Context: an optimization exercise on an open-source flow, tuned for small area, a short achievable clock period and few clock cycles. The choices shown serve that exercise and are no tape-out recipe. Only simulation tests tie the RTL to the original design; equivalence was not proved.

**flow/constraint.sdc**
```tcl
create_clock -name core_clock -period 11.0 [get_ports {i_clk}]
set_input_delay 2.2000 -clock core_clock [delete_from_list [all_inputs] [get_ports {i_clk}]]
set_output_delay 2.2000 -clock core_clock [all_outputs]
set_load 0.01 [all_outputs]
```
**flow/config.mk**
```make
export PLATFORM = sky130hd
export DESIGN_NAME = servo_slew_position_controller
export DESIGN_NICKNAME = servo_slew_position_controller
export VERILOG_FILES = /design/flow/design.v
export SDC_FILE = /design/flow/constraint.sdc
export NUM_CORES = 4
export LEC_CHECK = 0
export CAP_MARGIN = 20
export CORE_MARGIN = 2
export CORE_UTILIZATION = 40
export SETUP_SLACK_MARGIN = 5
export SLEW_MARGIN = 20
```
**flow/design.v**
```verilog
`timescale 1ns / 1ps
package sspc_pkg;
    localparam int PULSE_BITS      = 12;
    localparam int ANGLE_FRAC_BITS = 4;
    localparam int PULSE_W   = PULSE_BITS;
    localparam int DEG_W     = 10;
    localparam int ANGLE_W   = 14;
    localparam int DIR_W     = 2;
    localparam int REQ_W     = 3;
    localparam int CFG_IDX_W = 3;
    localparam int CFG_DAT_W = 12;
    localparam int SCL_W   = (ANGLE_W > DEG_W + ANGLE_FRAC_BITS) ? ANGLE_W
                                                                  : DEG_W + ANGLE_FRAC_BITS;
    localparam int X_W     = SCL_W + 1;
    localparam int DEN_W   = DEG_W + 1 + ANGLE_FRAC_BITS;
    localparam int PDIFF_W = PULSE_W + 1;
    localparam int OP_A_W  = (X_W > PULSE_W + 1) ? X_W : PULSE_W + 1;
    localparam int OP_B_W  = (PDIFF_W > DEN_W) ? PDIFF_W : DEN_W;
    localparam int OP_W    = (OP_A_W > OP_B_W) ? OP_A_W : OP_B_W;
    localparam int PROD_W  = 2 * OP_W;
    localparam int NUM_W   = PROD_W + 1;
    localparam int DIV_W   = NUM_W - 1;
    localparam int REM_W   = DEN_W + 1;
    localparam int CNT_W   = $clog2(DIV_W + 1);
    localparam logic signed [DEG_W-1:0] DEG_LOW_RST   = 10'sd0;
    localparam logic signed [DEG_W-1:0] DEG_HIGH_RST  = 10'sd180;
    localparam logic signed [DEG_W-1:0] HOME_DEG_RST  = 10'sd90;
    localparam logic [PULSE_W-1:0]      PLS_LOW_RST   = PULSE_W'(150);
    localparam logic [PULSE_W-1:0]      PLS_HIGH_RST  = PULSE_W'(600);
    localparam logic [PULSE_W-1:0]      STEP_RST      = PULSE_W'(5);
    localparam logic [PULSE_W-1:0]      PULSE_RST     = PULSE_W'(375);
    typedef enum logic [REQ_W-1:0] {
        REQ_TICK   = 3'd0,
        REQ_ABS    = 3'd1,
        REQ_REL    = 3'd2,
        REQ_ROTATE = 3'd3,
        REQ_STOP   = 3'd4,
        REQ_HOME   = 3'd5
    } t_req;
    typedef enum logic [CFG_IDX_W-1:0] {
        CFG_DEG_LOW  = 3'd0,
        CFG_DEG_HIGH = 3'd1,
        CFG_PLS_LOW  = 3'd2,
        CFG_PLS_HIGH = 3'd3,
        CFG_STEP     = 3'd4,
        CFG_HOME_DEG = 3'd5
    } t_cfg_idx;
    typedef enum logic [2:0] {
        ST_IDLE,
        ST_MUL_NUM,
        ST_MUL_OFS,
        ST_PREP,
        ST_DIV,
        ST_POST,
        ST_OUT
    } t_state;
endpackage
`timescale 1ns / 1ps
import sspc_pkg::*;
module servo_slew_position_controller
(
    input  logic                        i_clk,
    input  logic                        i_rst_n,
    input  logic                        i_in_valid,
    output logic                        o_in_stall,
    input  logic [sspc_pkg::REQ_W-1:0] i_req_type,
    input  logic signed [sspc_pkg::ANGLE_W-1:0] i_angle,
    input  logic signed [sspc_pkg::DIR_W-1:0] i_direction,
    output logic                        o_out_valid,
    input  logic                        i_out_stall,
    output logic [sspc_pkg::PULSE_W-1:0] o_pulse_width,
    output logic [sspc_pkg::PULSE_W-1:0] o_target_width,
    output logic                        o_pwm_write,
    input  logic                        i_cfg_valid,
    output logic                        o_cfg_ready,
    input  logic [sspc_pkg::CFG_IDX_W-1:0] i_cfg_index,
    input  logic [sspc_pkg::CFG_DAT_W-1:0] i_cfg_data
);
    localparam logic [2:0] OP_NOP  = 3'd0;
    localparam logic [2:0] OP_TICK = 3'd1;
    localparam logic [2:0] OP_MAP  = 3'd2;    
    localparam logic [2:0] OP_REL  = 3'd3;    
    localparam logic [2:0] OP_CUR  = 3'd4;    
    localparam logic [2:0] OP_PL   = 3'd5;    
    localparam logic [2:0] OP_PH   = 3'd6;    
    logic signed [9:0]  r_deg_low, r_deg_high, r_home;
    logic [11:0]        r_pls_low, r_pls_high, r_step;
    always_ff @(posedge i_clk) begin
        if (!i_rst_n) begin
            r_deg_low  <= DEG_LOW_RST;
            r_deg_high <= DEG_HIGH_RST;
            r_pls_low  <= PLS_LOW_RST;
            r_pls_high <= PLS_HIGH_RST;
            r_step     <= STEP_RST;
            r_home     <= HOME_DEG_RST;
        end else if (i_cfg_valid) begin
            case (i_cfg_index)
                3'd0: r_deg_low  <= $signed(i_cfg_data[9:0]);
                3'd1: r_deg_high <= $signed(i_cfg_data[9:0]);
                3'd2: r_pls_low  <= i_cfg_data;
                3'd3: r_pls_high <= i_cfg_data;
                3'd4: r_step     <= i_cfg_data;
                3'd5: r_home     <= $signed(i_cfg_data[9:0]);
                default: ;
            endcase
        end
    end
    logic signed [10:0] dd_c;
    logic signed [12:0] pd_c;
    logic        c_dz, c_dneg, c_pneg;
    logic [9:0]  c_den;
    logic [11:0] c_pmag;
    assign dd_c = 11'(r_deg_high) - 11'(r_deg_low);
    assign pd_c = $signed({1'b0, r_pls_high}) - $signed({1'b0, r_pls_low});
    always_ff @(posedge i_clk) begin
        c_dz   <= (dd_c == 11'sd0);
        c_dneg <= dd_c[10];
        c_den  <= dd_c[10] ? 10'(-dd_c) : dd_c[9:0];
        c_pneg <= pd_c[12];
        c_pmag <= pd_c[12] ? 12'(-pd_c) : pd_c[11:0];
    end
    logic [11:0] r_cur, r_tgt;
    logic        r_wr, r_ov;
    logic        en;
    assign en = !(r_ov && i_out_stall);
    assign o_cfg_ready    = 1'b1;
    assign o_in_stall     = !en;
    assign o_out_valid    = r_ov;
    assign o_pulse_width  = r_cur;
    assign o_target_width = r_tgt;
    assign o_pwm_write    = r_wr;
    logic [2:0] c0_op_1;
    always_comb begin
        case (i_req_type)
            3'd0: c0_op_1 = OP_TICK;
            3'd1, 3'd5: c0_op_1 = OP_MAP;
            3'd2: c0_op_1 = OP_REL;
            3'd3: c0_op_1 = i_direction[1] ? OP_PL : (i_direction != 2'sd0) ? OP_PH : OP_CUR;
            3'd4: c0_op_1 = OP_CUR;
            default: c0_op_1 = OP_NOP;
        endcase
    end
    logic signed [14:0] c0_ae_2;
    assign c0_ae_2 = (i_req_type == 3'd5) ? (15'(r_home) <<< 4) : 15'(i_angle);
    logic signed [14:0] c0_sb_3;
    assign c0_sb_3 = (i_req_type == 3'd2) ? 15'sd0 : (15'(r_deg_low) <<< 4);
    logic signed [14:0] c0_x_4;
    assign c0_x_4 = c0_ae_2 - c0_sb_3;
    logic [13:0] c0_a_5;
    assign c0_a_5 = c0_x_4[14] ? 14'(-c0_x_4) : c0_x_4[13:0];
    logic c0_sx_6;
    assign c0_sx_6 = c0_x_4[14];
    logic [13:0] p1_a;
    logic [2:0] p1_op;
    logic p1_sx;
    logic p1_v;
    always_ff @(posedge i_clk) begin
        if (!i_rst_n) begin
            p1_v <= 1'b0;
        end else if (en) begin
            p1_v <= i_in_valid;
        end
    end
    always_ff @(posedge i_clk) begin
        if (en) begin
            p1_a <= c0_a_5;
            p1_op <= c0_op_1;
            p1_sx <= c0_sx_6;
        end
    end
    logic [25:0] c1_prod_7;
    assign c1_prod_7 = 26'(p1_a) * 26'(c_pmag);
    logic [21:0] c1_m_8;
    assign c1_m_8 = c1_prod_7[25:4];
    logic [21:0] p2_m;
    logic [2:0] p2_op;
    logic p2_sx;
    logic p2_v;
    always_ff @(posedge i_clk) begin
        if (!i_rst_n) begin
            p2_v <= 1'b0;
        end else if (en) begin
            p2_v <= p1_v;
        end
    end
    always_ff @(posedge i_clk) begin
        if (en) begin
            p2_m <= c1_m_8;
            p2_op <= p1_op;
            p2_sx <= p1_sx;
        end
    end
    logic c2_ovf_9;
    assign c2_ovf_9 = (p2_m[21:12] >= c_den);
    logic [9:0] c2_rem_10;
    assign c2_rem_10 = p2_m[21:12];
    logic [11:0] c2_ml_11;
    assign c2_ml_11 = p2_m[11:0];
    logic [10:0] c2_t11_12;
    assign c2_t11_12 = {c2_rem_10, c2_ml_11[11]};
    logic [11:0] c2_r11_13;
    assign c2_r11_13 = {1'b0, c2_t11_12} - {2'b0, c_den};
    logic c2_ge11_14;
    assign c2_ge11_14 = !c2_r11_13[11];
    logic c2_q_15;
    assign c2_q_15 = c2_ge11_14;
    logic [9:0] c2_rem_16;
    assign c2_rem_16 = c2_ge11_14 ? c2_r11_13[9:0] : c2_t11_12[9:0];
    logic [10:0] c2_ml_17;
    assign c2_ml_17 = c2_ml_11[10:0];
    logic [10:0] c2_t10_18;
    assign c2_t10_18 = {c2_rem_16, c2_ml_17[10]};
    logic [11:0] c2_r10_19;
    assign c2_r10_19 = {1'b0, c2_t10_18} - {2'b0, c_den};
    logic c2_ge10_20;
    assign c2_ge10_20 = !c2_r10_19[11];
    logic [1:0] c2_q_21;
    assign c2_q_21 = {c2_q_15, c2_ge10_20};
    logic [9:0] c2_rem_22;
    assign c2_rem_22 = c2_ge10_20 ? c2_r10_19[9:0] : c2_t10_18[9:0];
    logic [9:0] c2_ml_23;
    assign c2_ml_23 = c2_ml_17[9:0];
    logic [9:0] p3_ml;
    logic [2:0] p3_op;
    logic p3_ovf;
    logic [1:0] p3_q;
    logic [9:0] p3_rem;
    logic p3_sx;
    logic p3_v;
    always_ff @(posedge i_clk) begin
        if (!i_rst_n) begin
            p3_v <= 1'b0;
        end else if (en) begin
            p3_v <= p2_v;
        end
    end
    always_ff @(posedge i_clk) begin
        if (en) begin
            p3_ml <= c2_ml_23;
            p3_op <= p2_op;
            p3_ovf <= c2_ovf_9;
            p3_q <= c2_q_21;
            p3_rem <= c2_rem_22;
            p3_sx <= p2_sx;
        end
    end
    logic [10:0] c3_t9_24;
    assign c3_t9_24 = {p3_rem, p3_ml[9]};
    logic [11:0] c3_r9_25;
    assign c3_r9_25 = {1'b0, c3_t9_24} - {2'b0, c_den};
    logic c3_ge9_26;
    assign c3_ge9_26 = !c3_r9_25[11];
    logic [2:0] c3_q_27;
    assign c3_q_27 = {p3_q, c3_ge9_26};
    logic [9:0] c3_rem_28;
    assign c3_rem_28 = c3_ge9_26 ? c3_r9_25[9:0] : c3_t9_24[9:0];
    logic [8:0] c3_ml_29;
    assign c3_ml_29 = p3_ml[8:0];
    logic [10:0] c3_t8_30;
    assign c3_t8_30 = {c3_rem_28, c3_ml_29[8]};
    logic [11:0] c3_r8_31;
    assign c3_r8_31 = {1'b0, c3_t8_30} - {2'b0, c_den};
    logic c3_ge8_32;
    assign c3_ge8_32 = !c3_r8_31[11];
    logic [3:0] c3_q_33;
    assign c3_q_33 = {c3_q_27, c3_ge8_32};
    logic [9:0] c3_rem_34;
    assign c3_rem_34 = c3_ge8_32 ? c3_r8_31[9:0] : c3_t8_30[9:0];
    logic [7:0] c3_ml_35;
    assign c3_ml_35 = c3_ml_29[7:0];
    logic [7:0] p4_ml;
    logic [2:0] p4_op;
    logic p4_ovf;
    logic [3:0] p4_q;
    logic [9:0] p4_rem;
    logic p4_sx;
    logic p4_v;
    always_ff @(posedge i_clk) begin
        if (!i_rst_n) begin
            p4_v <= 1'b0;
        end else if (en) begin
            p4_v <= p3_v;
        end
    end
    always_ff @(posedge i_clk) begin
        if (en) begin
            p4_ml <= c3_ml_35;
            p4_op <= p3_op;
            p4_ovf <= p3_ovf;
            p4_q <= c3_q_33;
            p4_rem <= c3_rem_34;
            p4_sx <= p3_sx;
        end
    end
    logic [10:0] c4_t7_36;
    assign c4_t7_36 = {p4_rem, p4_ml[7]};
    logic [11:0] c4_r7_37;
    assign c4_r7_37 = {1'b0, c4_t7_36} - {2'b0, c_den};
    logic c4_ge7_38;
    assign c4_ge7_38 = !c4_r7_37[11];
    logic [4:0] c4_q_39;
    assign c4_q_39 = {p4_q, c4_ge7_38};
    logic [9:0] c4_rem_40;
    assign c4_rem_40 = c4_ge7_38 ? c4_r7_37[9:0] : c4_t7_36[9:0];
    logic [6:0] c4_ml_41;
    assign c4_ml_41 = p4_ml[6:0];
    logic [10:0] c4_t6_42;
    assign c4_t6_42 = {c4_rem_40, c4_ml_41[6]};
    logic [11:0] c4_r6_43;
    assign c4_r6_43 = {1'b0, c4_t6_42} - {2'b0, c_den};
    logic c4_ge6_44;
    assign c4_ge6_44 = !c4_r6_43[11];
    logic [5:0] c4_q_45;
    assign c4_q_45 = {c4_q_39, c4_ge6_44};
    logic [9:0] c4_rem_46;
    assign c4_rem_46 = c4_ge6_44 ? c4_r6_43[9:0] : c4_t6_42[9:0];
    logic [5:0] c4_ml_47;
    assign c4_ml_47 = c4_ml_41[5:0];
    logic [5:0] p5_ml;
    logic [2:0] p5_op;
    logic p5_ovf;
    logic [5:0] p5_q;
    logic [9:0] p5_rem;
    logic p5_sx;
    logic p5_v;
    always_ff @(posedge i_clk) begin
        if (!i_rst_n) begin
            p5_v <= 1'b0;
        end else if (en) begin
            p5_v <= p4_v;
        end
    end
    always_ff @(posedge i_clk) begin
        if (en) begin
            p5_ml <= c4_ml_47;
            p5_op <= p4_op;
            p5_ovf <= p4_ovf;
            p5_q <= c4_q_45;
            p5_rem <= c4_rem_46;
            p5_sx <= p4_sx;
        end
    end
    logic [10:0] c5_t5_48;
    assign c5_t5_48 = {p5_rem, p5_ml[5]};
    logic [11:0] c5_r5_49;
    assign c5_r5_49 = {1'b0, c5_t5_48} - {2'b0, c_den};
    logic c5_ge5_50;
    assign c5_ge5_50 = !c5_r5_49[11];
    logic [6:0] c5_q_51;
    assign c5_q_51 = {p5_q, c5_ge5_50};
    logic [9:0] c5_rem_52;
    assign c5_rem_52 = c5_ge5_50 ? c5_r5_49[9:0] : c5_t5_48[9:0];
    logic [4:0] c5_ml_53;
    assign c5_ml_53 = p5_ml[4:0];
    logic [10:0] c5_t4_54;
    assign c5_t4_54 = {c5_rem_52, c5_ml_53[4]};
    logic [11:0] c5_r4_55;
    assign c5_r4_55 = {1'b0, c5_t4_54} - {2'b0, c_den};
    logic c5_ge4_56;
    assign c5_ge4_56 = !c5_r4_55[11];
    logic [7:0] c5_q_57;
    assign c5_q_57 = {c5_q_51, c5_ge4_56};
    logic [9:0] c5_rem_58;
    assign c5_rem_58 = c5_ge4_56 ? c5_r4_55[9:0] : c5_t4_54[9:0];
    logic [3:0] c5_ml_59;
    assign c5_ml_59 = c5_ml_53[3:0];
    logic [3:0] p6_ml;
    logic [2:0] p6_op;
    logic p6_ovf;
    logic [7:0] p6_q;
    logic [9:0] p6_rem;
    logic p6_sx;
    logic p6_v;
    always_ff @(posedge i_clk) begin
        if (!i_rst_n) begin
            p6_v <= 1'b0;
        end else if (en) begin
            p6_v <= p5_v;
        end
    end
    always_ff @(posedge i_clk) begin
        if (en) begin
            p6_ml <= c5_ml_59;
            p6_op <= p5_op;
            p6_ovf <= p5_ovf;
            p6_q <= c5_q_57;
            p6_rem <= c5_rem_58;
            p6_sx <= p5_sx;
        end
    end
    logic [10:0] c6_t3_60;
    assign c6_t3_60 = {p6_rem, p6_ml[3]};
    logic [11:0] c6_r3_61;
    assign c6_r3_61 = {1'b0, c6_t3_60} - {2'b0, c_den};
    logic c6_ge3_62;
    assign c6_ge3_62 = !c6_r3_61[11];
    logic [8:0] c6_q_63;
    assign c6_q_63 = {p6_q, c6_ge3_62};
    logic [9:0] c6_rem_64;
    assign c6_rem_64 = c6_ge3_62 ? c6_r3_61[9:0] : c6_t3_60[9:0];
    logic [2:0] c6_ml_65;
    assign c6_ml_65 = p6_ml[2:0];
    logic [10:0] c6_t2_66;
    assign c6_t2_66 = {c6_rem_64, c6_ml_65[2]};
    logic [11:0] c6_r2_67;
    assign c6_r2_67 = {1'b0, c6_t2_66} - {2'b0, c_den};
    logic c6_ge2_68;
    assign c6_ge2_68 = !c6_r2_67[11];
    logic [9:0] c6_q_69;
    assign c6_q_69 = {c6_q_63, c6_ge2_68};
    logic [9:0] c6_rem_70;
    assign c6_rem_70 = c6_ge2_68 ? c6_r2_67[9:0] : c6_t2_66[9:0];
    logic [1:0] c6_ml_71;
    assign c6_ml_71 = c6_ml_65[1:0];
    logic [1:0] p7_ml;
    logic [2:0] p7_op;
    logic p7_ovf;
    logic [9:0] p7_q;
    logic [9:0] p7_rem;
    logic p7_sx;
    logic p7_v;
    always_ff @(posedge i_clk) begin
        if (!i_rst_n) begin
            p7_v <= 1'b0;
        end else if (en) begin
            p7_v <= p6_v;
        end
    end
    always_ff @(posedge i_clk) begin
        if (en) begin
            p7_ml <= c6_ml_71;
            p7_op <= p6_op;
            p7_ovf <= p6_ovf;
            p7_q <= c6_q_69;
            p7_rem <= c6_rem_70;
            p7_sx <= p6_sx;
        end
    end
    logic [10:0] c7_t1_72;
    assign c7_t1_72 = {p7_rem, p7_ml[1]};
    logic [11:0] c7_r1_73;
    assign c7_r1_73 = {1'b0, c7_t1_72} - {2'b0, c_den};
    logic c7_ge1_74;
    assign c7_ge1_74 = !c7_r1_73[11];
    logic [10:0] c7_q_75;
    assign c7_q_75 = {p7_q, c7_ge1_74};
    logic [9:0] c7_rem_76;
    assign c7_rem_76 = c7_ge1_74 ? c7_r1_73[9:0] : c7_t1_72[9:0];
    logic c7_ml_77;
    assign c7_ml_77 = p7_ml[0];
    logic [10:0] c7_t0_78;
    assign c7_t0_78 = {c7_rem_76, c7_ml_77};
    logic [11:0] c7_r0_79;
    assign c7_r0_79 = {1'b0, c7_t0_78} - {2'b0, c_den};
    logic c7_ge0_80;
    assign c7_ge0_80 = !c7_r0_79[11];
    logic [11:0] c7_q_81;
    assign c7_q_81 = {c7_q_75, c7_ge0_80};
    logic [2:0] p8_op;
    logic p8_ovf;
    logic [11:0] p8_q;
    logic p8_sx;
    logic p8_v;
    always_ff @(posedge i_clk) begin
        if (!i_rst_n) begin
            p8_v <= 1'b0;
        end else if (en) begin
            p8_v <= p7_v;
        end
    end
    always_ff @(posedge i_clk) begin
        if (en) begin
            p8_op <= p7_op;
            p8_ovf <= p7_ovf;
            p8_q <= c7_q_81;
            p8_sx <= p7_sx;
        end
    end
    logic        i_v, i_sx, i_ovf;
    logic [2:0]  i_op;
    logic [11:0] i_q;
    assign i_v   = p8_v;
    assign i_op  = p8_op;
    assign i_sx  = p8_sx;
    assign i_ovf = p8_ovf;
    assign i_q   = p8_q;
    logic        qneg;
    assign qneg = i_sx ^ c_dneg ^ c_pneg;
    logic [12:0]        cp;
    logic signed [12:0] cm;
    logic [11:0]        tick_cur;
    logic signed [13:0] over_hi, under_lo;
    assign cp = {1'b0, r_cur} + {1'b0, r_step};
    assign cm = $signed({1'b0, r_cur}) - $signed({1'b0, r_step});
    assign over_hi  = $signed({2'b0, r_tgt}) - $signed({2'b0, r_cur}) - $signed({2'b0, r_step});
    assign under_lo = $signed({2'b0, r_tgt}) - $signed({2'b0, r_cur}) + $signed({2'b0, r_step});
    assign tick_cur = (over_hi > 14'sd0) ? cp[11:0] : under_lo[13] ? cm[11:0] : r_tgt;
    logic        is_rel, sub;
    logic [11:0] base;
    logic [12:0] sum;
    logic [11:0] map_t, rel_t;
    assign is_rel = (i_op == OP_REL);
    assign sub    = is_rel && qneg;
    assign base   = is_rel ? r_tgt : r_pls_low;
    assign sum    = {1'b0, base} + ({1'b0, i_q} ^ {13{sub}}) + {12'd0, sub};
    assign map_t  = qneg ? (c_pneg ? r_pls_high : r_pls_low)
                  : (i_ovf || c_pneg || (i_q > c_pmag)) ? r_pls_high : sum[11:0];
    assign rel_t  = (i_ovf || sum[12]) ? (qneg ? 12'd0 : 12'hfff) : sum[11:0];
    always_ff @(posedge i_clk) begin
        if (!i_rst_n) begin
            r_ov  <= 1'b0;
            r_wr  <= 1'b0;
            r_cur <= PULSE_RST;
            r_tgt <= PULSE_RST;
        end else if (en) begin
            r_ov <= i_v;
            if (i_v) begin
                r_wr <= (i_op == OP_TICK);
                case (i_op)
                    OP_TICK: r_cur <= tick_cur;
                    OP_MAP:  if (!c_dz) r_tgt <= map_t;
                    OP_REL:  if (!c_dz) r_tgt <= rel_t;
                    OP_CUR:  r_tgt <= r_cur;
                    OP_PL:   r_tgt <= r_pls_low;
                    OP_PH:   r_tgt <= r_pls_high;
                    default: ;
                endcase
            end
        end
    end
endmodule
```
**flow/run.sh**
```bash
#!/bin/bash
# synth_recipe.tcl (not shown) runs the flow's synth.tcl, then flattens the netlist and writes it again
# the make line also repeats each setting of config.mk as NAME=value (left out here)
make -C /OpenROAD-flow-scripts/flow DESIGN_CONFIG=/design/flow/config.mk WORK_HOME=/design/flow/orfs CLKGATE_MAP_FILE= SYNTH_SCRIPT=/design/flow/synth_recipe.tcl finish
```
==> out/qor.txt, run 1 <==
Status: finished clean
Via density: 5.291
Final worst path period share: 0.5350
Final WL: 67.80 mm
Mapped Cells: 3012
Critical path class: primary input to output port
Clock Skew: 31.14 ps
Met2 Use GR: 0.3224
Crit path time final: 5885 ps
Seq/Total Area, Yosys: 0.3036
I/O pin cnt: 67
Slew Limit Fails: 0
Rows: 96
H-Tree Depth: 2
Unique cell type count in the Yosys netlist: 91
GRT overflow: 0
Root Buffer: clkbuf_16
Flops & latches, synth: 321
Core area: 68470 µm²
Width of the die: 266.8 µm
Relative slew margins: 0.3402
Final setup viols: 0
Layout overhead on the synthesized area: 11.23%
# clock sinks: 321
Setup crit start kind: primary input
Critical path data required time: 8800 ps
Ys async rst share: 0
First-pass GRT wire length: 110.2 mm
Most Crowded Layer GR: met2
Largest net degree at the start of global routing: 153
Post-synth EDFFs: 196
Gr usage total: 0.1939
Crit end category: output port
Layout Nets: 3570
Clk buf depth: 3
Hold crit path type: flip-flop to flip-flop
DR iter-0 viols: 1238
Syn nets: 3502
Synthesized cell area: 27630 µm²
Final GP Congestion: 0.8708
Post-route worst setup slack: 5115 ps
Share of layout cells above drive strength 1: 0.06369
Grt met3 use: 0.02343
Clk slew on worst S/H paths: 60 ps
Initial DRT Pass Iterations: 5
Synth Flop Type: edfxtp_1
RSZ-0062 raised after global routing: true
Vias: 21120
Worst slew pin tran: 962.2 ps
Die height: 266.8 µm
Clk Latency, worst-skew pair: 560 ps
Met1 usage: 0.2642
# port buffers: 65
Num CTS Buffers: 37
Max frequency: 169.9 MHz
Vias in the first global route: 20700
# diodes: 0
Syn avg cell area: 9.173 µm²
Pre-CTS setup slack: 4495 ps
Remaining antenna violation count: 0
DRC viols: 0
Yosys warnings: 1
Initial Util: 0.4036
Final HPWL DP: 50.51 mm
Critical Path AT: 3680 ps
Fin. Hold Viols: 0
Worst-path maximum fanout: 14
Initial antenna violation count: 0
Die ar.: 71190 µm²
Max-cap violations: 0
CTS tree: built
Routed len/inst: 16.99 µm
Fin Setup TNS: 0 ps
## through the flow
stage	util	std cells	hold slack [ps]	area, µm²
4_1_cts	0.4465	3971	399.5	30570
5_1_grt	0.4489	3991	418.7	30730
3_5_place_dp	0.4275	3901	404.5	29270
2_1_floorplan	-	3012	400.3	27640
6_report	0.4489	3991	398.4	30730
3_3_place_gp	0.4275	3901	401.2	29270
## worst paths after layout
check / from / endpoint / slack [ps] / cells after the start
hold reg to reg: p7_q[8] / p8_q[10] / 400 / 0
setup / recovery: i_out_stall / o_in_stall / 5120 / 4
hold / removal: p7_q[8] / p8_q[10] / 400 / 0
setup reg to reg: p1_a[9] / p2_m[21] / 5270 / 19
## critical path: stages
cell and delay [ps]:
clkdlybuf4s15_2 360, nand2_8 250, clkinv_1 290, clkdlybuf4s50_1 580
## cells by family (layout without fill, tap and decap cells)
family          Yosys count  in the layout  share of synthesized area
simple gates            924            926                     0.1547
compound gates          592            592                     0.1371
fa+ha+maj               451            451                     0.2420
buf+inv                 425            520                    0.05860
flops                   321            321                     0.3036
xor+xnor                179            179                    0.05724
mux                     119            119                    0.04664
other cells               1              1                  0.0001357
## registers in the layout, indices dropped and copies added, names as in the netlist, 12 cells and up
signal,count
p2_m,22
p1_a,14
c_pmag,12
p8_q,12
r_cur,12
r_pls_high,12
r_pls_low,12
r_step,12
r_tgt,12
## Yosys cell counts (54+ instances only)
library cell  count  area share
nor3_1           63       0.011
edfxtp_1        196        0.21
clkbuf_1         67      0.0091
nor2_1          131       0.018
xor2_1           70       0.022
and2_1           78       0.018
nor2b_1          54       0.012
dfxtp_1         125       0.091
a21oi_1         186       0.034
nand3_1          54      0.0098
o21ai_0         114       0.021
inv_1           341       0.046
ha_1            312        0.14
xnor2_1         108       0.034
fa_1            139        0.10
nand2_1         435       0.059
## per-layer routing
layer / up-vias / wire (µm)
met5: - / 0
met3: 102 / 3068
li1: 10520 / -
met4: 0 / 1909
met2: 454 / 31200
met1: 10040 / 31630
## cell usage in the layout (no fill, tap or decap), types with 64 or more instances in the layout
| cell | count |
|---|---|
| fa_1 | 139 |
| ha_1 | 312 |
| xor2_1 | 70 |
| a21oi_1 | 186 |
| o21ai_0 | 114 |
| nor2_1 | 130 |
| edfxtp_1 | 196 |
| dfxtp_1 | 116 |
| xnor2_1 | 108 |
| and2_1 | 77 |
| clkdlybuf4s50_1 | 64 |
| inv_1 | 341 |
| nand2_1 | 434 |
## final cells by class
class / instances / area (µm²)
fill: 6622 / 37730
multi-input combinational: 2268 / 17690
sequential: 321 / 8399
inverter: 344 / 1291
tap: 882 / 1104
clock buffer: 46 / 1012
timing repair buffer: 108 / 987.2
clock inverter: 22 / 249.0
## what timing repair did
action,in CTS,in global routing
pin swaps,1,0
setup endpoints to repair,2,29
buffers inserted,0,19
resized for setup,6,9
gates cloned,2,0
hold buffers,0,0
Testbench counts, summed over its fixed seeds: cycles 7,632.
==> inputs of run 2 (changes only) <==
==> flow/flow/run.sh (new file) <==
#!/bin/bash
set -euo pipefail
MARGIN=${MARGIN:-6.0}
sed "s/SETUP_SLACK_MARGIN=5/SETUP_SLACK_MARGIN=${MARGIN}/" standard.sh > standard_margin.sh
grep -q "SETUP_SLACK_MARGIN=${MARGIN}" standard_margin.sh
bash standard_margin.sh > flow.log 2>&1
==> flow/standard.sh (new file) <==
#!/bin/bash
# synth_recipe.tcl (not shown) runs the flow's synth.tcl, then flattens the netlist and writes it again
# the make line also repeats each setting of config.mk as NAME=value (left out here)
make -C /OpenROAD-flow-scripts/flow DESIGN_CONFIG=/design/flow/config.mk WORK_HOME=/design/flow/orfs CLKGATE_MAP_FILE= SYNTH_SCRIPT=/design/flow/synth_recipe.tcl "${@:-finish}"
removed: flow/run.sh
==> run 2 against run 1 <==
Highest routed layer unchanged. Critical endpoint is now p2_m[19]. Synthesized area is the same. Routed wire length up 1.9%. Still clean on timing, DRC and antenna.
==> out/qor.txt, run 2 <==
Status: finished clean
Initial Util: 0.4036 (unchanged)
Worst-path maximum fanout: 4 (-10)
Final GP Congestion: 0.8720 (+0.14%)
Share of layout cells above drive strength 1: 0.1076 (+0.04394)
Layout Nets: 3621 (+1.4%)
Die height: 266.8 µm (unchanged)
DR iter-0 viols: 1232 (-0.48%)
Relative slew margins: 0.2457 (-0.09450)
Post-synth EDFFs: 196 (unchanged)
H-Tree Depth: 2 (unchanged)
Final HPWL DP: 50.84 mm (+0.66%)
Setup crit start kind: flip-flop
Crit end category: flip-flop
Root Buffer: clkbuf_16
Slew Limit Fails: 0 (unchanged)
Initial DRT Pass Iterations: 6 (+1)
# clock sinks: 321 (unchanged)
Final WL: 69.11 mm (+1.9%)
Critical path class: flip-flop to flip-flop
Clk buf depth: 3 (unchanged)
Synth Flop Type: edfxtp_1
Max frequency: 186.4 MHz (+9.7%)
Clk slew on worst S/H paths: 60 ps (about the same)
Hold depth: 0 (unchanged)
Leading registers by flop count: p2_m x22, p1_a x14
Layout overhead on the synthesized area: 14.69%
Hold crit path type: flip-flop to flip-flop
Synth area leader: edfxtp_1
Unique cell type count in the Yosys netlist: 91 (unchanged)
CP top delay family: adder cells
CP max stage cell: fa_1
Syn avg cell area: 9.173 µm² (unchanged)
R2R depth: 19 (unchanged)
WP buf/inv: 6 (+3)
Commonest non-fill, non-tap cells in the layout: 430 x nand2_1, 334 x inv_1, 304 x ha_1, 196 x edfxtp_1, 177 x a21oi_1
Vias: 21400 (+1.3%)
Top post-synthesis cells by area: edfxtp_1 21%, ha_1 14%, fa_1 10%
Dpl cell area: 29370 µm² (+0.35%)
Remaining antenna violation count: 0 (unchanged)
Seq/Total Area, Yosys: 0.3036 (unchanged)
Crit path time final: 5365 ps (-519.5 ps)
Commonest cells in the netlist: 435 x nand2_1, 341 x inv_1, 312 x ha_1
Width of the die: 266.8 µm (unchanged)
Synthesized cell area: 27630 µm² (unchanged)
First-pass GRT wire length: 111.6 mm (+1.3%)
Final setup viols: 0 (unchanged)
Rows: 96 (unchanged)
Largest net degree at the start of global routing: 65 (-58%)
Ys async rst share: 0 (unchanged)
Core area: 68470 µm² (unchanged)
Max-cap violations: 0 (unchanged)
# diodes: 0 (unchanged)
Clock Skew: 24.36 ps (-6.776 ps)
Crit-path most repeated cell: fa_1
Reg with most FFs: p2_m
Via density: 5.295 (about the same)
# port buffers: 65 (unchanged)
RSZ-0062 raised after global routing: true
Top-count cell post-synth: nand2_1
Top cell type's share of synthesized area: 0.2130 (unchanged)
Max stage delay on crit path: 540 ps (-40 ps)
Initial antenna violation count: 0 (unchanged)
Worst slew pin tran: 1123 ps (+160.6 ps)
Gr usage total: 0.1965 (+0.002597)
Fin Setup TNS: 0 ps (unchanged)
Mapped Cells: 3012 (unchanged)
Die ar.: 71190 µm² (unchanged)
Yosys warnings: 1 (unchanged)
Routed len/inst: 17.10 µm (+0.67%)
Crit path cell chain: and2_4 > fa_1 > inv_2 > fa_1 > inv_2 > fa_1 > fa_1 > inv_1 > fa_1 > inv_2 > ha_4 > or4_4 > o211ai_1 > a21oi_2 > o2111ai_2 > a31oi_2 > buf_4 > buf_6 > xor2_1
Final worst path period share: 0.4878 (-0.04723)
Critical path data required time: 11290 ps (+2490 ps)
DRC viols: 0 (unchanged)
Commonest non-fill, non-tap cell in the layout: nand2_1
Critical path depth in cells: 19 (+15)
Final instance area: 31690 µm² (+3.1%)
CTS tree: built
Fin. Hold Viols: 0 (unchanged)
Num CTS Buffers: 37 (unchanged)
Max reg flops: 22 (unchanged)
Vias in the first global route: 21040 (+1.7%)
Clk Latency, worst-skew pair: 560 ps (about the same)
GRT overflow: 0 (unchanged)
I/O pin cnt: 67 (unchanged)
Critical Path AT: 5650 ps (+1970 ps)
Syn nets: 3502 (unchanged)
Flops & latches, synth: 321 (unchanged)
==> run 2: final timing paths <==
| path | from | endpoint | slack [ps] |
|---|---|---|---|
| worst max-delay path | p1_a[3] | p2_m[19] | 5630 |
| worst min-delay path | p6_op[2] | p7_op[2] | 410 |
| worst max register to register | p1_a[3] | p2_m[19] | 5630 |
| worst min register to register | p6_op[2] | p7_op[2] | 410 |
==> run 2: metrics by stage <==
stage / hold WS [ps] / utilization / setup slack [ps] / std cells
floorplan: 400.3 / - / 5787 / 3012
global placement: 400.5 / 0.4290 / 4840 / 3901
detailed placement: 404.5 / 0.4290 / 4829 / 3901
CTS: 407.3 / 0.4565 / 5588 / 4017
global route: 416.8 / 0.4628 / 5430 / 4041
finish: 408.0 / 0.4628 / 5635 / 4041
==> run 2: area by class of cell <==
type                    instances  area (µm²)
clock buffers                  45        1030
repair buffers                158        1376
inverters                     344        1311
well taps                     882        1104
multi-input cells            2269       18110
flip-flops and latches        321        8419
fillers                      6573       36780
clock inverters                22       336.6
==> run 2: per-layer routing <==
metal,GRT usage,routed length [µm],up-vias
met3,0.02565,3339,98
met5,0,0,-
li1,-,-,10630
met2,0.3300,32110,450
met1,0.2638,31800,10220
met4,0.05755,1856,0
==> run 2: what timing repair did <==
item                                    4_1_cts  5_1_grt
pin swaps                                    17       37
buffers inserted                             46       23
hold buffers                                  0        0
cloned                                        3        1
endpoints found under the setup margin       92       87
resized for setup                            54       72
==> run 2: logic make-up after synthesis <==
logic type      count (synthesis)  synth area share
compound gates                592            0.1371
mux                           119           0.04664
buf+inv                       425           0.05860
flops                         321            0.3036
simple gates                  924            0.1547
other cells                     1         0.0001357
fa+ha+maj                     451            0.2420
xor+xnor                      179           0.05724
==> inputs of run 3 (changes only) <==
==> flow/flow/run.sh (replaced) <==
#!/bin/bash
set -euo pipefail
MARGIN=${MARGIN:-6.4}
sed "s/SETUP_SLACK_MARGIN=5/SETUP_SLACK_MARGIN=${MARGIN}/" standard.sh > standard_margin.sh
grep -q "SETUP_SLACK_MARGIN=${MARGIN}" standard_margin.sh
bash standard_margin.sh > flow.log 2>&1
==> run 3 against run 2 <==
Still clean. Design area grew 5.9%. Worst hold slack lost 5.0 ps. Via count increased by 2.9%. Cell count up 3.1%. Die area did not move. Register-to-register slack got worse by 60 ps. Critical path type unchanged. Critical endpoint unchanged.
==> out/qor.txt, run 3 <==
Footprint of the multi-input gates: 18970 µm² (+4.7%)
CP endpoint: p2_m[19]
Final HPWL DP: 50.77 mm (-0.14%)
Initial Util: 0.4036 (unchanged)
Setup crit start kind: flip-flop
Synthesized cell area: 27630 µm² (unchanged)
Final GP Congestion: 0.8776 (+0.64%)
Crit path time final: 5422 ps (+56.61 ps)
Post-synth EDFFs: 196 (unchanged)
Seq/Total Area, Yosys: 0.3036 (unchanged)
Final worst path period share: 0.4929 (+0.005146)
Unique cell type count in the Yosys netlist: 91 (unchanged)
RSZ-0062 raised after global routing: true
Vias: 22010 (+2.9%)
Critical Path AT: 5720 ps (+70 ps)
Final setup viols: 0 (unchanged)
First-pass GRT wire length: 113.9 mm (+2.1%)
Remaining antenna violation count: 0 (unchanged)
Status: finished clean
Relative slew margins: 0.3002 (+0.05451)
Share of layout cells above drive strength 1: 0.1797 (+0.07208)
# port buffers: 65 (unchanged)
CP top delay family: adder cells
Max frequency: 184.4 MHz (-1.0%)
Syn avg cell area: 9.173 µm² (unchanged)
Die height: 266.8 µm (unchanged)
Fin Setup TNS: 0 ps (unchanged)
Syn nets: 3502 (unchanged)
Critical path depth in cells: 19 (unchanged)
Commonest non-fill, non-tap cells in the layout: 427 x nand2_1, 321 x inv_1, 281 x ha_1, 196 x edfxtp_1, 175 x buf_4
Clock Skew: 33.26 ps (+8.905 ps)
Top-count cell post-synth: nand2_1
Routed len/inst: 17.41 µm (+1.8%)
I/O pin cnt: 67 (unchanged)
Hold crit path type: flip-flop to flip-flop
Ys async rst share: 0 (unchanged)
Gr usage total: 0.2010 (+0.004583)
WP buf/inv: 6 (unchanged)
Via density: 5.285 (-0.19%)
Clk Latency, worst-skew pair: 570 ps (about the same)
CTS tree: built
Hold-fix buffers, CTS: 0 (unchanged)
Top cell type's share of synthesized area: 0.2130 (unchanged)
Clk slew on worst S/H paths: 60 ps (about the same)
Mapped Cells: 3012 (unchanged)
Clk buf depth: 3 (unchanged)
R2R depth: 19 (unchanged)
Crit Reg-Reg Endpoint: p2_m[19]
Layout overhead on the synthesized area: 21.46%
Reg2reg start: p1_a[3]
Width of the die: 266.8 µm (unchanged)
H-Tree Depth: 2 (unchanged)
Commonest non-fill, non-tap cell in the layout: nand2_1
Core area: 68470 µm² (unchanged)
Sequential cell area: 8436 µm² (+0.19%)
Fin. Hold Viols: 0 (unchanged)
R2r setup slk: 5580 ps (-60 ps)
# diodes: 0 (unchanged)
Slew Limit Fails: 0 (unchanged)
# clock sinks: 321 (unchanged)
Initial antenna violation count: 0 (unchanged)
Yosys warnings: 1 (unchanged)
Root Buffer: clkbuf_16
Crit path cell chain: and2_4 > fa_1 > inv_2 > fa_1 > inv_2 > fa_1 > fa_1 > inv_2 > fa_1 > inv_2 > ha_4 > or4_4 > o211ai_1 > a21oi_2 > o2111ai_2 > a31oi_2 > buf_4 > buf_6 > xor2_1
Crit path from: p1_a[3]
Critical path data required time: 11300 ps (about the same)
Reg with most FFs: p2_m
Fillers: 6353 (-3.3%)
Crit end category: flip-flop
CP max stage cell: fa_1
Critical path class: flip-flop to flip-flop
Rows: 96 (unchanged)
Num CTS Buffers: 38 (+2.7%)
Leading registers by flop count: p2_m x22, p1_a x14
Initial DRT Pass Iterations: 5 (-1)
Worst-path maximum fanout: 5 (+1)
Die ar.: 71190 µm² (unchanged)
Max stage delay on crit path: 550 ps (about the same)
DRC viols: 0 (unchanged)
Worst slew pin tran: 1042 ps (-81.13 ps)
Final WL: 72.49 mm (+4.9%)
Top post-synthesis cells by area: edfxtp_1 21%, ha_1 14%, fa_1 10%
Synth area leader: edfxtp_1
Commonest cells in the netlist: 435 x nand2_1, 341 x inv_1, 312 x ha_1
Flops & latches, synth: 321 (unchanged)
Max-cap violations: 0 (unchanged)
Largest net degree at the start of global routing: 88 (+35%)
Synth Flop Type: edfxtp_1
Layout Nets: 3744 (+3.4%)
DR iter-0 viols: 1449 (+18%)
Max reg flops: 22 (unchanged)
Vias in the first global route: 21100 (+0.28%)
GRT overflow: 0 (unchanged)
Crit-path most repeated cell: fa_1
==> run 3: cell counts after synthesis <==
Identical to the previous run, type by type.
==> run 3: area by class of cell <==
cell class / count / share of cell area
flip-flops and latches: 321 / 0.2514
repair buffers: 275 / 0.07114
inverters: 344 / 0.03948
clock buffers: 48 / 0.03162
multi-input cells: 2274 / 0.5652
well taps: 882 / 0.03288
clock inverters: 21 / 0.008314
==> run 3: worst min path at each step <==
| stage | startpoint | slack [ps] | to | cells past startpoint |
|---|---|---|---|---|
| finish | p6_q[5] | 400 | p7_q[7] | 0 |
| global route | p7_ovf | 420 | p8_ovf | 0 |
| CTS | p3_op[1] | 410 | p4_op[1] | 0 |
| detailed placement | p1_op[2] | 400 | p2_op[2] | 0 |
| global placement | p7_q[0] | 400 | p8_q[2] | 0 |
| floorplan | p1_op[0] | 400 | p2_op[0] | 0 |
==> run 3: repair_timing <==
item,in CTS,in global routing
pin swaps,93,127
resized for setup,127,176
buffers inserted,95,94
setup endpoints to repair,164,110
gates cloned,5,5
==> run 3: per-stage QoR <==
stage,instances,util,instance area (µm²),worst slack (ps),hold slack [ps]
after floorplan,3012,-,28130,5787,400.3
after global placement,3897,0.4318,29560,4896,400.9
final,4165,0.4902,33560,5578,403.0
after global routing,4165,0.4902,33560,5301,417.4
after CTS,4066,0.4684,32070,5560,413.9
after detailed placement,3897,0.4318,29560,4850,404.5
==> run 3: logic make-up (layout without fill, tap and decap cells) <==
logic type               Yosys count  after routing  synth area share
multiplexers                     119            119           0.04664
XOR/XNOR                         179            179           0.05724
buffers and inverters            425            688           0.05860
other                              1              1         0.0001357
AND/OR/NAND/NOR                  924            928            0.1547
adder cells (fa/ha/maj)          451            451            0.2420
flip-flops                       321            321            0.3036
AO/OA/AOI/OAI                    592            596            0.1371
==> run 3: worst register-to-register path, stage by stage, from the launching register on <==
cell and delay, ps:
edfxtp_1 490, and2_4 190, fa_1 550, inv_2 40, fa_1 510, inv_2 40, fa_1 470, fa_1 530
inv_2 40, fa_1 510, inv_2 50, ha_4 150, or4_4 420, o211ai_1 300, a21oi_2 120, o2111ai_2 210
a31oi_2 130, buf_4 160, buf_6 100, xor2_1 130
==> run 3: metal layers <==
layer	share of wire	vias to the layer above	global-route usage
met5	0	-	0
met4	0.024	0	0.05770
met3	0.049	103	0.02832
met2	0.46	482	0.3283
met1	0.46	10530	0.2769
li1	-	10900	-
==> inputs of run 4 (changes only) <==
==> flow/flow/run.sh (replaced) <==
#!/bin/bash
set -euo pipefail
MARGIN=${MARGIN:-5.6}
sed "s/SETUP_SLACK_MARGIN=5/SETUP_SLACK_MARGIN=${MARGIN}/" standard.sh > standard_margin.sh
grep -q "SETUP_SLACK_MARGIN=${MARGIN}" standard_margin.sh
bash standard_margin.sh > flow.log 2>&1
==> run 4 against run 3 <==
Register-to-register slack got worse by 40 ps. Fmax shrank 0.80%. Highest routed layer unchanged. Synthesized area is the same.
==> out/qor.txt, run 4 <==
Yosys warnings: 1 (unchanged)
Largest net degree at the start of global routing: 85 (-3.4%)
Vias: 21220 (-3.6%)
Reg2reg start: p1_a[5]
CP max stage cell: or4_4
Setup crit start kind: flip-flop
Num CTS Buffers: 36 (-5.3%)
Syn avg cell area: 9.173 µm² (unchanged)
Layout overhead on the synthesized area: 12.68%
Gr usage total: 0.1970 (-0.004022)
Initial Util: 0.4036 (unchanged)
Slew Limit Fails: 0 (unchanged)
Unique cell type count in the Yosys netlist: 91 (unchanged)
Inst Count DP: 3902 (+0.13%)
Ys async rst share: 0 (unchanged)
CTS tree: built
Die ar.: 71190 µm² (unchanged)
Crit path cell chain: and2_4 > fa_1 > inv_1 > fa_1 > inv_1 > fa_1 > fa_1 > inv_1 > fa_1 > inv_1 > ha_4 > or4_4 > o211ai_1 > a21oi_2 > o2111ai_2 > a31oi_2 > a21o_1 > a21oi_2 > xnor2_1
Crit-path most repeated cell: fa_1
Final instance area: 31130 µm² (-7.2%)
Clk buf depth: 3 (unchanged)
Synth Flop Type: edfxtp_1
Hold-fix buffers, CTS: 0 (unchanged)
Flops & latches, synth: 321 (unchanged)
Rows: 96 (unchanged)
# clock sinks: 321 (unchanged)
Commonest non-fill, non-tap cells in the layout: 433 x nand2_1, 340 x inv_1, 308 x ha_1, 196 x edfxtp_1, 182 x a21oi_1
Final setup viols: 0 (unchanged)
Final worst path period share: 0.4969 (+0.003961)
Clk slew on worst S/H paths: 60 ps (about the same)
Root Buffer: clkbuf_16
R2r setup slk: 5530 ps (-40 ps)
Max-cap violations: 0 (unchanged)
Core area: 68470 µm² (unchanged)
Clk Latency, worst-skew pair: 560 ps (about the same)
Commonest cells in the netlist: 435 x nand2_1, 341 x inv_1, 312 x ha_1
Commonest non-fill, non-tap cell in the layout: nand2_1
Critical path class: flip-flop to flip-flop
I/O pin cnt: 67 (unchanged)
Share of layout cells above drive strength 1: 0.08400 (-0.09572)
Via density: 5.271 (-0.26%)
Syn nets: 3502 (unchanged)
Max reg flops: 22 (unchanged)
Hold crit path type: flip-flop to flip-flop
Post-synth EDFFs: 196 (unchanged)
Clock Skew: 32.24 ps (-1.023 ps)
Routed len/inst: 16.99 µm (-2.4%)
Post-Layout Cell Count: 4025 (-3.4%)
Leading registers by flop count: p2_m x22, p1_a x14
Worst slew pin tran: 1079 ps (+37.61 ps)
Mapped Cells: 3012 (unchanged)
Crit end category: flip-flop
First-pass GRT wire length: 112.0 mm (-1.7%)
GRT overflow: 0 (unchanged)
Seq/Total Area, Yosys: 0.3036 (unchanged)
Width of the die: 266.8 µm (unchanged)
Dpl cell area: 29260 µm² (-1.0%)
Initial DRT Pass Iterations: 5 (unchanged)
CP endpoint: p2_m[21]
H-Tree Depth: 2 (unchanged)
RSZ-0062 raised after global routing: true
Top-count cell post-synth: nand2_1
# port buffers: 65 (unchanged)
Synth area leader: edfxtp_1
Reg with most FFs: p2_m
Relative slew margins: 0.2749 (-0.02527)
Top cell type's share of synthesized area: 0.2130 (unchanged)
Top post-synthesis cells by area: edfxtp_1 21%, ha_1 14%, fa_1 10%
Crit Reg-Reg Endpoint: p2_m[21]
Die height: 266.8 µm (unchanged)
Remaining antenna violation count: 0 (unchanged)
Initial antenna violation count: 0 (unchanged)
Status: finished clean
DR iter-0 viols: 1192 (-18%)
Crit path from: p1_a[5]
Critical Path AT: 5750 ps (+30 ps)
Final WL: 68.40 mm (-5.6%)
Final HPWL DP: 50.77 mm (about the same)
Critical path data required time: 11280 ps (-20 ps)
Worst-path maximum fanout: 3 (-2)
Layout Nets: 3605 (-3.7%)
Crit path time final: 5466 ps (+43.57 ps)
R2R depth: 19 (unchanged)
Max stage delay on crit path: 530 ps (-20 ps)
DRC viols: 0 (unchanged)
Vias in the first global route: 21220 (+0.58%)
Fin. Hold Viols: 0 (unchanged)
Final GP Congestion: 0.8887 (+1.3%)
Max frequency: 183.0 MHz (-0.80%)
# diodes: 0 (unchanged)
Synthesized cell area: 27630 µm² (unchanged)
Fin Setup TNS: 0 ps (unchanged)
==> run 4: cell types whose count changed in the layout (fill, tap and decap cells not counted), sizes merged, moves of 2 or more <==
| cell | change |
|---|---|
| clkinvlp | -6 |
| buf | -135 |
| dlymetal6s2s | +3 |
| o21ai | -2 |
| clkdlybuf4s50 | +2 |
| inv | +4 |
| clkinv | +2 |
| bufinv | -3 |
==> run 4: layer usage <==
| metal | up-vias | global-route usage | share of wire |
|---|---|---|---|
| met4 | 0 | 0.06286 | 0.029 |
| met1 | 10100 | 0.2654 | 0.47 |
| li1 | 10590 | - | - |
| met3 | 111 | 0.02832 | 0.046 |
| met2 | 410 | 0.3257 | 0.46 |
| met5 | - | 0 | 0 |
==> run 4: worst max-delay path, delay by kind of cell, from the launching register on <==
| family | cells | cell delay [ps] |
|---|---|---|
| AND/OR/NAND/NOR | 2 | 720 |
| adder cells (fa/ha/maj) | 6 | 2580 |
| flip-flops | 1 | 470 |
| AO/OA/AOI/OAI | 6 | 1140 |
| XOR/XNOR | 1 | 70 |
| buffers and inverters | 4 | 210 |
==> run 4: how the worst min path moves through the flow <==
stage	from	end	cells after the start
2_1_floorplan	p1_op[0]	p2_op[0]	0
3_3_place_gp	p6_ml[0]	p7_ml[0]	0
3_5_place_dp	p3_op[1]	p4_op[1]	0
4_1_cts	p4_ovf	p5_ovf	0
5_1_grt	p7_q[8]	p8_q[10]	0
6_report	p4_ovf	p5_ovf	0
==> run 4: final cells by class <==
class,count,area (µm²)
sequential,321,8422
clock inverter,18,181.4
inverter,344,1304
fill,6627,37330
clock buffer,48,1018
timing repair buffer,144,1264
multi-input combinational,2268,17840
tap,882,1104
==> run 4: logic make-up after synthesis <==
family	after synthesis	share of synthesized area
and+or+nand+nor	924	0.1547
AOI/OAI and AO/OA	592	0.1371
adders and majority gates	451	0.2420
buffers and inverters	425	0.05860
DFF	321	0.3036
xor gates and xnor gates	179	0.05724
muxes	119	0.04664
other	1	0.0001357
==> run 4: timing repair <==
item	CTS	global route
endpoints found under the hold margin	0	0
gates cloned	2	0
endpoints found under the setup margin	56	68
resized for setup	38	42
buffers inserted	34	20
pin swaps	19	25
==> run 4: stage by stage <==
step / utilization / hold WS, ps / setup WS (ps)
finish: 0.4547 / 390.9 / 5535
global route: 0.4547 / 409.2 / 5324
CTS: 0.4501 / 393.4 / 5534
detailed placement: 0.4274 / 404.5 / 4773
global placement: 0.4273 / 400.5 / 4788
floorplan: - / 400.3 / 5634

[afterwards: timing with drivers on the ports]
No port has a modelled driver above. Below, the same layouts with a new extraction and two added sets of constraints.
Step 1 sets driving cells, clkbuf_16 on the clock port and buf_2 on the other inputs (assumed; they add their load-dependent delay and slew).
Step 2 times the ports against the registers' clock, not the clock port: input delays grow and output delays shrink by t, the midpoint of the rising clock arrivals with the driver on.
a / b / c = no drivers / after step 1 / after step 2; a / b = the first two.
run	shift t [ns]	setup slack, ns	hold WS [ns]
run 1	0.618	5.115 / 5.085 / 4.764	0.398 / 0.398 / 0.398
run 2	0.607	5.635 / 5.635 / 5.605	0.408 / 0.408 / 0.408
run 3	0.612	5.578 / 5.578 / 5.578	0.403 / 0.403 / 0.403
run 4	0.613	5.535 / 5.535 / 5.387	0.391 / 0.391 / 0.391
After both steps every run listed still meets setup and hold. The setup slack of run 1, which loses most, moves by -0.030 ns with the drivers and by -0.351 ns with both steps.
